From an optimization exercise on the open Yosys and OpenROAD flow, aimed at small area, a short achievable clock period and few clock cycles per item; shortcuts taken in it are not production practice. At most, simulation tests tie the RTL to the original design; equivalence was not proved. No activity file was given, so power comes from the tool's default toggle rates.

==> flow/design.v (excerpt) <==
module vector_floating_point_divide_unit_iterative #(
  parameter int VLEN = 128,
  parameter int SEW  = 32
) (
  input  logic            clock,
  input  logic            reset,
  input  logic            flush,
  input  logic            in_valid,
  output logic            in_ready,
  input  logic            reverse,
  input  logic [VLEN-1:0] vs2,
  input  logic [VLEN-1:0] vs1,
  output logic            out_valid,
  input  logic            out_ready,
  output logic [VLEN-1:0] vd,
  output logic [4:0]      fflags
);
clock: 5.5 ns
lec_check: 0
cap_margin: 20
core_margin: 2
core_utilization: 40
slew_margin: 20
run.sh (not shown) runs the stock make flow with config.mk's settings and CLKGATE_MAP_FILE= SYNTH_SCRIPT=/design/flow/synth_recipe.tcl, a recipe that flattens the netlist after the stock synthesis.
The starting point finished with timing, DRC and antenna clean.
Rerun with:
--- a/flow/config.mk
+++ b/flow/config.mk
@@ -10,2 +10,3 @@
 export CORE_UTILIZATION = 40
+export SETUP_SLACK_MARGIN = 1.5
 export SLEW_MARGIN = 20
Outcome: The new run produced a layout that fails on capacitance limit, slew limit. Setup slack gets better by 0.59 ns. Wire length rises by 0.45%. Worst hold slack barely changes. First-iteration DRC count climbs by 8.0%. Clock skew stays flat. Via count increases by 2.2%.
No run of this note included a check of the RTL's function; only the layout flow was run.

========
vector_floating_point_divide_unit_iterative, a different RTL version from the one above (not shown whole).
Size in the first run: ~5,100 cells after synthesis, roughly 650 flip-flops, ~400 I/O pins, roughly 48,000 µm² of cells after synthesis.
export LEC_CHECK = 0
export CAP_MARGIN = 20
export CORE_MARGIN = 2
export CORE_UTILIZATION = 40
export SETUP_SLACK_MARGIN = 1.5
export SLEW_MARGIN = 20
export TNS_END_PERCENT = 0
create_clock -name core_clock -period 5.5 [get_ports {clock}]
standard.sh (not shown) runs the stock make flow with config.mk's settings and CLKGATE_MAP_FILE= SYNTH_SCRIPT=/design/flow/synth_recipe.tcl, a recipe that flattens the netlist after the stock synthesis.
==> flow/flow/run.sh <==
#!/bin/bash
set -o pipefail
cp standard.sh standard_sh.txt
export BUFFER_PORTS_ARGS="-buffer_cell sky130_fd_sc_hd__buf_1"
bash standard.sh > standard.log 2>&1
Then changed:
- SETUP_SLACK_MARGIN: 1.5 -> 1.7
- TNS_END_PERCENT: 0 -> unset
Critical path depth rose by 3.
Sequential share of layout area goes down by 1.2 points.
Die area does not change.
Fmax rose by 3.5%.
Final cell count goes up by 1.2%.
Then changed:
- SETUP_SLACK_MARGIN: 1.7 -> 1.3
Outcome: The changed run completed without violations. Global-route usage falls by 0.50 points. Synthesized cell count stays the same. Final area shrinks by 4.2%. Die area is unchanged.
Then changed:
- SETUP_SLACK_MARGIN: 1.3 -> 2.0
The changed run finished clean.
Final area is higher by 9.4%.
Global-route usage is higher by 0.89 points.
Routed wire length is higher by 6.1%.
Power is higher by 24%.
Count of clock-buffer cells in the layout is lower by 12.
Register-to-register slack improved by 0.17 ns.
Setup slack improved by 0.17 ns.
First-iteration DRC count is higher by 0.47%.
No functional check of the RTL was part of any run of this note.

========
Another version of the RTL of vector_floating_point_divide_unit_iterative (not shown whole).
Size in the first run: ~47000 sq um of cells after synthesis.
export LEC_CHECK = 0
export CAP_MARGIN = 20
export CORE_MARGIN = 2
export CORE_UTILIZATION = 50
export CTS_CLUSTER_DIAMETER = 80
export CTS_CLUSTER_SIZE = 20
export SETUP_SLACK_MARGIN = 1.8
export SLEW_MARGIN = 20
export TNS_END_PERCENT = 0
create_clock -name core_clock -period 5.5 [get_ports {clock}]
Scripts as last shown in full above: flow/flow/run.sh
The starting point produced a clean layout.
Testbench counts at the start, summed over its fixed seeds: cycles 26,904, items 1,920.
Edit:
- CORE_UTILIZATION: 50 -> 45
- SETUP_SLACK_MARGIN: 1.8 -> 2.0
The new run finished with timing, DRC and antenna clean; routed wire length rose slightly; sequential power hardly moves; register-to-register slack improved by 0.05 ns; hold slack got worse by 0.023 ns.
Edit:
- CORE_UTILIZATION: 45 -> 50
- SETUP_SLACK_MARGIN: 2.0 -> 2.4
Clock-buffer cell count falls by 6.
Routed wire length barely changes.
Worst setup slack loses 0.028 ns.
First-iteration DRC count goes down by 4.8%.
Utilization is higher by 6.7 points.
Combinational power went up by about 9%.
Flip-flop and latch count does not change.
Sequential share of layout area came out lower by 0.33 points.
Clock power goes down by about 5%.
Edit:
- SETUP_SLACK_MARGIN: 2.4 -> 2.0
Effect: The changed run finished with timing, DRC and antenna clean. Sequential power barely changes. Die area stays the same. First-iteration DRC count falls by about a fifth. Utilization rises by 0.25 points. Hold slack gets worse by 0.0077 ns.
Edit:
- SETUP_SLACK_MARGIN: 2.0 -> 2.2
Wire length fell by about 1.5%. Cell area fell by about 1.8%. Final cell count fell by about 0.6%. Non-clock buffer count fell by 44.

========
Another version of the RTL of vector_floating_point_divide_unit_iterative (not shown whole).
Size in the first run: about 400 I/O pins, ~46000 sq um of cells after synthesis.
export LEC_CHECK = 0
export CAP_MARGIN = 20
export CORE_MARGIN = 2
export CORE_UTILIZATION = 40
export SETUP_SLACK_MARGIN = 2.0
export SLEW_MARGIN = 20
export TNS_END_PERCENT = 0
create_clock -name core_clock -period 5.5 [get_ports {clock}]
Scripts as last shown in full above: flow/flow/run.sh
Testbench counts at the start, summed over its fixed seeds: cycles 26,904, items 1,920.
Then changed:
Settings changed: CORE_UTILIZATION 40 to 50, SETUP_SLACK_MARGIN 2.0 to 2.4.
Outcome: Synthesized cell count stays the same. Hold slack gets worse by 0.0065 ns. Wire length falls by a little under a tenth. Utilization rises by 10 points. Worst setup slack gets better by 0.012 ns. Synthesized area is unchanged. Power falls by a few percent. Via count falls slightly. Register-to-register slack hardly moves. Die area falls by about a fifth. Global-route usage rises by 4.2 points.

========
RTL: one of the versions met above, not the one the previous note started from.
Size in the first run: roughly 400 I/O pins, about 47000 µm² of cells after synthesis.
==> flow/config.mk <==
export PLATFORM = sky130hd
export DESIGN_NAME = vector_floating_point_divide_unit_iterative
export DESIGN_NICKNAME = vector_floating_point_divide_unit_iterative
export VERILOG_FILES = /design/flow/design.v
export SDC_FILE = /design/flow/constraint.sdc
export NUM_CORES = 4
export LEC_CHECK = 0
export CAP_MARGIN = 20
export CORE_MARGIN = 2
export CORE_UTILIZATION = 50
export CTS_CLUSTER_DIAMETER = 100
export CTS_CLUSTER_SIZE = 30
export SETUP_SLACK_MARGIN = 2.0
export SLEW_MARGIN = 20
export TNS_END_PERCENT = 0
==> flow/constraint.sdc <==
create_clock -name core_clock -period 5.5 [get_ports {clock}]
set_input_delay 1.1000 -clock core_clock [delete_from_list [all_inputs] [get_ports {clock}]]
set_output_delay 1.1000 -clock core_clock [all_outputs]
set_load 0.01 [all_outputs]
Scripts as last shown in full above: flow/flow/run.sh
Testbench counts at the start, summed over its fixed seeds: cycles 26,904, items 1,920.
Change:
- CORE_UTILIZATION: 50 -> 58
- CTS_CLUSTER_DIAMETER: 100 -> not set
- CTS_CLUSTER_SIZE: 30 -> not set
Effect:
- The changed run ran to the end with no violations
- register-to-register slack loses 0.07 ns
- die area came out lower by 14%
- power goes up by 4.8%
- final cell count goes down by 1.6%
- worst setup slack is worse by 0.069 ns
- combinational power hardly moves
- core utilization rose by 10 points
- maximum frequency falls by 1.8%
- count of clock-buffer cells in the layout came out higher by 71
- routed wire length is higher by 0.70%

========
vector_floating_point_divide_unit_iterative, a different RTL version from the one above (not shown whole).
Size in the first run: about 550 flip-flops, ~49000 um^2 of cells after synthesis.
clock: 5.5 ns
lec_check: 0
cap_margin: 20
core_margin: 2
core_utilization: 40
setup_slack_margin: 1.5
slew_margin: 20
Scripts as last shown in full above: flow/flow/run.sh
Testbench counts at the start, summed over its fixed seeds: cycles 26,904, items 1,920.
Rerun with:
==> flow/run.sh (new file) <==
#!/bin/bash
# synth_recipe.tcl (not shown) runs the flow's synth.tcl, then flattens the netlist and writes it again
# the make line also repeats each setting of config.mk as NAME=value (left out here)
make -C /OpenROAD-flow-scripts/flow DESIGN_CONFIG=/design/flow/config.mk WORK_HOME=/design/flow/orfs CLKGATE_MAP_FILE= SYNTH_SCRIPT=/design/flow/synth_recipe.tcl finish
removed: flow/flow/run.sh
removed: flow/standard.sh
The new run completed with no timing, DRC or antenna violations; register-to-register slack is better by 0.05 ns; wire length rose by 0.97%; global-route usage rose by 0.14 points; synthesized area is unchanged; via count hardly moves; worst setup slack is better by 0.046 ns; core utilization rose by 2.4 points; cell count barely changes.
Rerun with:
--- a/flow/config.mk
+++ b/flow/config.mk
@@ -10,3 +10,3 @@
 export CORE_UTILIZATION = 40
-export SETUP_SLACK_MARGIN = 1.5
+export SETUP_SLACK_MARGIN = 2.6
 export SLEW_MARGIN = 20
Outcome: Routed wire length grows by 15%. Design area grows by 17%. Sequential cell count does not change. Count of clock-buffer cells in the layout grows by 6. Clock power grows by about 3%.

========
== the reference run ==
RTL: one of the versions met above, not the one the previous note started from.
Size: roughly 5,100 cells after synthesis, about 650 flip-flops, roughly 400 I/O pins.
export LEC_CHECK = 0
export CAP_MARGIN = 20
export CORE_MARGIN = 2
export CORE_UTILIZATION = 40
export SETUP_SLACK_MARGIN = 2.5
export SLEW_MARGIN = 20
create_clock -name core_clock -period 5.5 [get_ports {clock}]
==> flow/flow/run.sh <==
#!/bin/bash
set -o pipefail
cp standard.sh standard_sh.txt
export BUFFER_PORTS_ARGS="-buffer_cell sky130_fd_sc_hd__buf_1"
bash standard.sh > standard.log 2>&1
The reference run completed every stage of the flow, and the final layout passed the timing, design-rule and antenna checks.
#### Input delta (the trial run over the reference run)
Settings: changing CORE_UTILIZATION from 40 to 50; changing SETUP_SLACK_MARGIN from 2.5 to 1.5.
==> comparison <==
The via count reported for the trial run is lower than the one for the reference run.
Diff the reference run -> the trial run: area after synthesis barely changed, overall fraction of global-route tracks in use picked up an extra 1.9 points.
Diff the reference run -> the trial run: stage delay of the slowest cell on the critical path now sits lower, part of the total power dissipated in combinational logic now sits lower.
Layout clock buffer count was lower in the run labelled the trial run.
The final non-filler cell total in the trial run was lower than what the reference run gave.
Total wire length, the trial run and the reference run, lower one = the trial run.
The trial run vs the reference run, slowest cell on the critical path: sky130_fd_sc_hd__or4b_1 vs sky130_fd_sc_hd__or3b_4
Time the final worst path needs with I/O delays and setup, the trial run and the reference run, lower one = the reference run.
From the reference run to the trial run the numbers moved as follows: footprint of the flip-flops and latches fell about 0.46%, setup slack after layout shrank by 120 ps.
No functional check of the RTL was part of any run of this note.

========
vector_floating_point_divide_unit_iterative with an RTL version that a note above also has.
Size: about 5,300 cells after synthesis, ~400 I/O pins, about 49,000 um2 of cells after synthesis.
make LEC_CHECK=0 CAP_MARGIN=20 CORE_MARGIN=2 CORE_UTILIZATION=40 SLEW_MARGIN=20 finish   # period 5.5 ns
run.sh (not shown) runs the stock make flow with config.mk's settings and CLKGATE_MAP_FILE= SYNTH_SCRIPT=/design/flow/synth_recipe.tcl, a recipe that flattens the netlist after the stock synthesis.
Stock flow here: none of the scripts above is used.
Testbench counts at the start, summed over its fixed seeds: cycles 26,904, items 1,920.
Rerun with:
Settings changed: SETUP_SLACK_MARGIN set to 2.1.
Maximum frequency increases by 18%.
Die area does not change.
Via count increases by 5.4%.
Cell area increases by 14%.
Sequential share of layout area decreases by 3.3 points.

========
vector_floating_point_divide_unit_iterative with an RTL version that a note above also has.
Size: roughly 5,000 cells after synthesis.
export LEC_CHECK = 0
export CAP_MARGIN = 20
export CORE_MARGIN = 2
export CORE_UTILIZATION = 50
export CTS_CLUSTER_DIAMETER = 70
export CTS_CLUSTER_SIZE = 16
export SETUP_SLACK_MARGIN = 2.0
export SLEW_MARGIN = 20
export TNS_END_PERCENT = 0
create_clock -name core_clock -period 5.5 [get_ports {clock}]
standard.sh (not shown) runs the stock make flow with config.mk's settings and CLKGATE_MAP_FILE= SYNTH_SCRIPT=/design/flow/synth_recipe.tcl, a recipe that flattens the netlist after the stock synthesis.
Scripts as last shown in full above: flow/flow/run.sh
The starting point ran to the end with no violations.
Testbench counts at the start, summed over its fixed seeds: cycles 26,904, items 1,920.
==> next run, changes <==
Settings changed: CTS_CLUSTER_DIAMETER 70 to default, CTS_CLUSTER_SIZE 16 to default.
Effect: The new run produced a clean layout. Utilization is higher by 0.42 points. Cell count climbs by 0.32%. Critical path depth does not change. Setup slack degrades by 0.015 ns. Via count stays flat.

========
## trial 1
RTL: one of the versions met above, not the one the previous note started from.
Size: ~5100 cells after synthesis, ~650 flip-flops, ~400 I/O pins, ~48000 µm² of cells after synthesis.
// vector_floating_point_divide_unit_iterative
module vector_floating_point_divide_unit_iterative #(
  parameter int VLEN = 128,
  parameter int SEW  = 32
) (
  input  logic            clock,
  input  logic            reset,
  input  logic            flush,
  input  logic            in_valid,
  output logic            in_ready,
  input  logic            reverse,
  input  logic [VLEN-1:0] vs2,
  input  logic [VLEN-1:0] vs1,
  output logic            out_valid,
  input  logic            out_ready,
  output logic [VLEN-1:0] vd,
  output logic [4:0]      fflags
);
==> flow/config.mk <==
export PLATFORM = sky130hd
export DESIGN_NAME = vector_floating_point_divide_unit_iterative
export DESIGN_NICKNAME = vector_floating_point_divide_unit_iterative
export VERILOG_FILES = /design/flow/design.v
export SDC_FILE = /design/flow/constraint.sdc
export NUM_CORES = 4
export LEC_CHECK = 0
export CAP_MARGIN = 20
export CORE_MARGIN = 2
export CORE_UTILIZATION = 40
export SETUP_SLACK_MARGIN = 1.5
export SLEW_MARGIN = 20
==> flow/constraint.sdc <==
create_clock -name core_clock -period 5.5 [get_ports {clock}]
set_input_delay 1.1000 -clock core_clock [delete_from_list [all_inputs] [get_ports {clock}]]
set_output_delay 1.1000 -clock core_clock [all_outputs]
set_load 0.01 [all_outputs]
Scripts as last shown in full above: flow/flow/run.sh
Setup changes, trial 1 to trial 28
diff --git a/flow/config.mk b/flow/config.mk
--- a/flow/config.mk
+++ b/flow/config.mk
@@ -11 +11 @@
-export SETUP_SLACK_MARGIN = 1.5
+export SETUP_SLACK_MARGIN = 2.0
@@ -12,0 +13 @@
+export TNS_END_PERCENT = 0
==> notes.md <==
- Every run (trial 1 and trial 28) finished clean.
- Per the comparison of trial 28 with trial 1, post-route minimum period lower; biggest cell delay along the critical path decreased by 0.22 ns relative to the old numbers; synthesis-to-layout area growth up 2.1 points; total non-filler cell area in the finished layout climbed 990 µm².
- Relative to trial 1, maximum operating frequency increased by about 2.4% in trial 28.
No run of this note included a check of the RTL's function; only the layout flow was run.

==> afterwards: timing with drivers on the ports <==
How much do the figures lean on ideal ports? The routed layouts below were timed once more, with nothing changed but the port constraints.
Step 1: set_driving_cell puts a clkbuf_16 on clock and a buf_2 on each other input, an assumption about the parent block.
Step 2 times the ports against the registers' clock, not the clock port: input delays grow and output delays shrink by t, the midpoint of the rising clock arrivals with the driver on.
a / b / c = ideal ports / drivers / drivers and shift; a / b = the first two.
| run | shift t [ns] | setup WS [ns] | slew at the worst register clock pin (ns) | worst slew at a driven data input, ns | pins driven straight from the clock port |
|---|---|---|---|---|---|
| the first run of note 1 | 0.712 | 0.748 / 0.748 / 0.343 | 0.07 / 0.07 | 0.15 | 1 |
| the second run of note 1 | 0.702 | 1.336 / 1.336 / 0.847 | 0.07 / 0.07 | 0.17 | 1 |
| the first run of note 2 | 0.714 | 1.455 / 1.455 / 0.991 | 0.06 / 0.06 | 0.18 | 1 |
| the second run of note 2 | 0.710 | 1.593 / 1.593 / 1.136 | 0.07 / 0.07 | 0.16 | 1 |
| the third run of note 2 | 0.724 | 1.455 / 1.455 / 0.832 | 0.06 / 0.06 | 0.12 | 1 |
| the fourth run of note 2 | 0.738 | 1.622 / 1.622 / 1.164 | 0.07 / 0.07 | 0.23 | 1 |
| the first run of note 3 | 0.701 | 1.700 / 1.700 / 1.128 | 0.09 / 0.09 | 0.13 | 1 |
| the second run of note 3 | 0.717 | 1.751 / 1.751 / 1.195 | 0.09 / 0.09 | 0.13 | 1 |
| the third run of note 3 | 0.688 | 1.723 / 1.723 / 1.163 | 0.09 / 0.09 | 0.17 | 1 |
| the fourth run of note 3 | 0.704 | 1.798 / 1.798 / 1.211 | 0.09 / 0.09 | 0.13 | 1 |
| the fifth run of note 3 | 0.714 | 1.640 / 1.640 / 1.140 | 0.09 / 0.09 | 0.17 | 1 |
| the first run of note 4 | 0.721 | 1.723 / 1.723 / 1.144 | 0.06 / 0.06 | 0.19 | 1 |
| the second run of note 4 | 0.706 | 1.734 / 1.734 / 1.120 | 0.07 / 0.07 | 0.18 | 1 |
| the first run of note 5 | 0.673 | 1.760 / 1.760 / 1.187 | 0.12 / 0.12 | 0.12 | 1 |
| the second run of note 5 | 0.680 | 1.691 / 1.691 / 1.230 | 0.06 / 0.06 | 0.16 | 1 |
| the first run of note 6 | 0.698 | 1.520 / 1.520 / 0.997 | 0.07 / 0.07 | 0.18 | 1 |
| the second run of note 6 | 0.703 | 1.566 / 1.566 / 0.984 | 0.07 / 0.07 | 0.20 | 1 |
| the third run of note 6 | 0.722 | 1.629 / 1.629 / 1.103 | 0.06 / 0.06 | 0.44 | 1 |
| the reference run | 0.728 | 1.696 / 1.696 / 1.302 | 0.07 / 0.07 | 0.22 | 1 |
| the trial run | 0.708 | 1.572 / 1.572 / 1.019 | 0.06 / 0.06 | 0.13 | 1 |
| the first run of note 8 | 0.706 | 0.877 / 0.877 / 0.616 | 0.07 / 0.07 | 0.20 | 1 |
| the second run of note 8 | 0.704 | 1.590 / 1.590 / 1.192 | 0.06 / 0.06 | 0.23 | 1 |
| the first run of note 9 | 0.730 | 1.782 / 1.782 / 1.170 | 0.08 / 0.08 | 0.12 | 1 |
| the second run of note 9 | 0.703 | 1.767 / 1.767 / 1.195 | 0.06 / 0.06 | 0.12 | 1 |
| trial 1 | 0.727 | 1.604 / 1.604 / 0.984 | 0.06 / 0.06 | 0.10 | 1 |
| trial 28 | 0.712 | 1.695 / 1.695 / 0.992 | 0.07 / 0.07 | 0.20 | 1 |
For trial 28, which loses most, drivers alone change the setup slack by 0.000 ns; drivers and shift together by -0.703 ns.
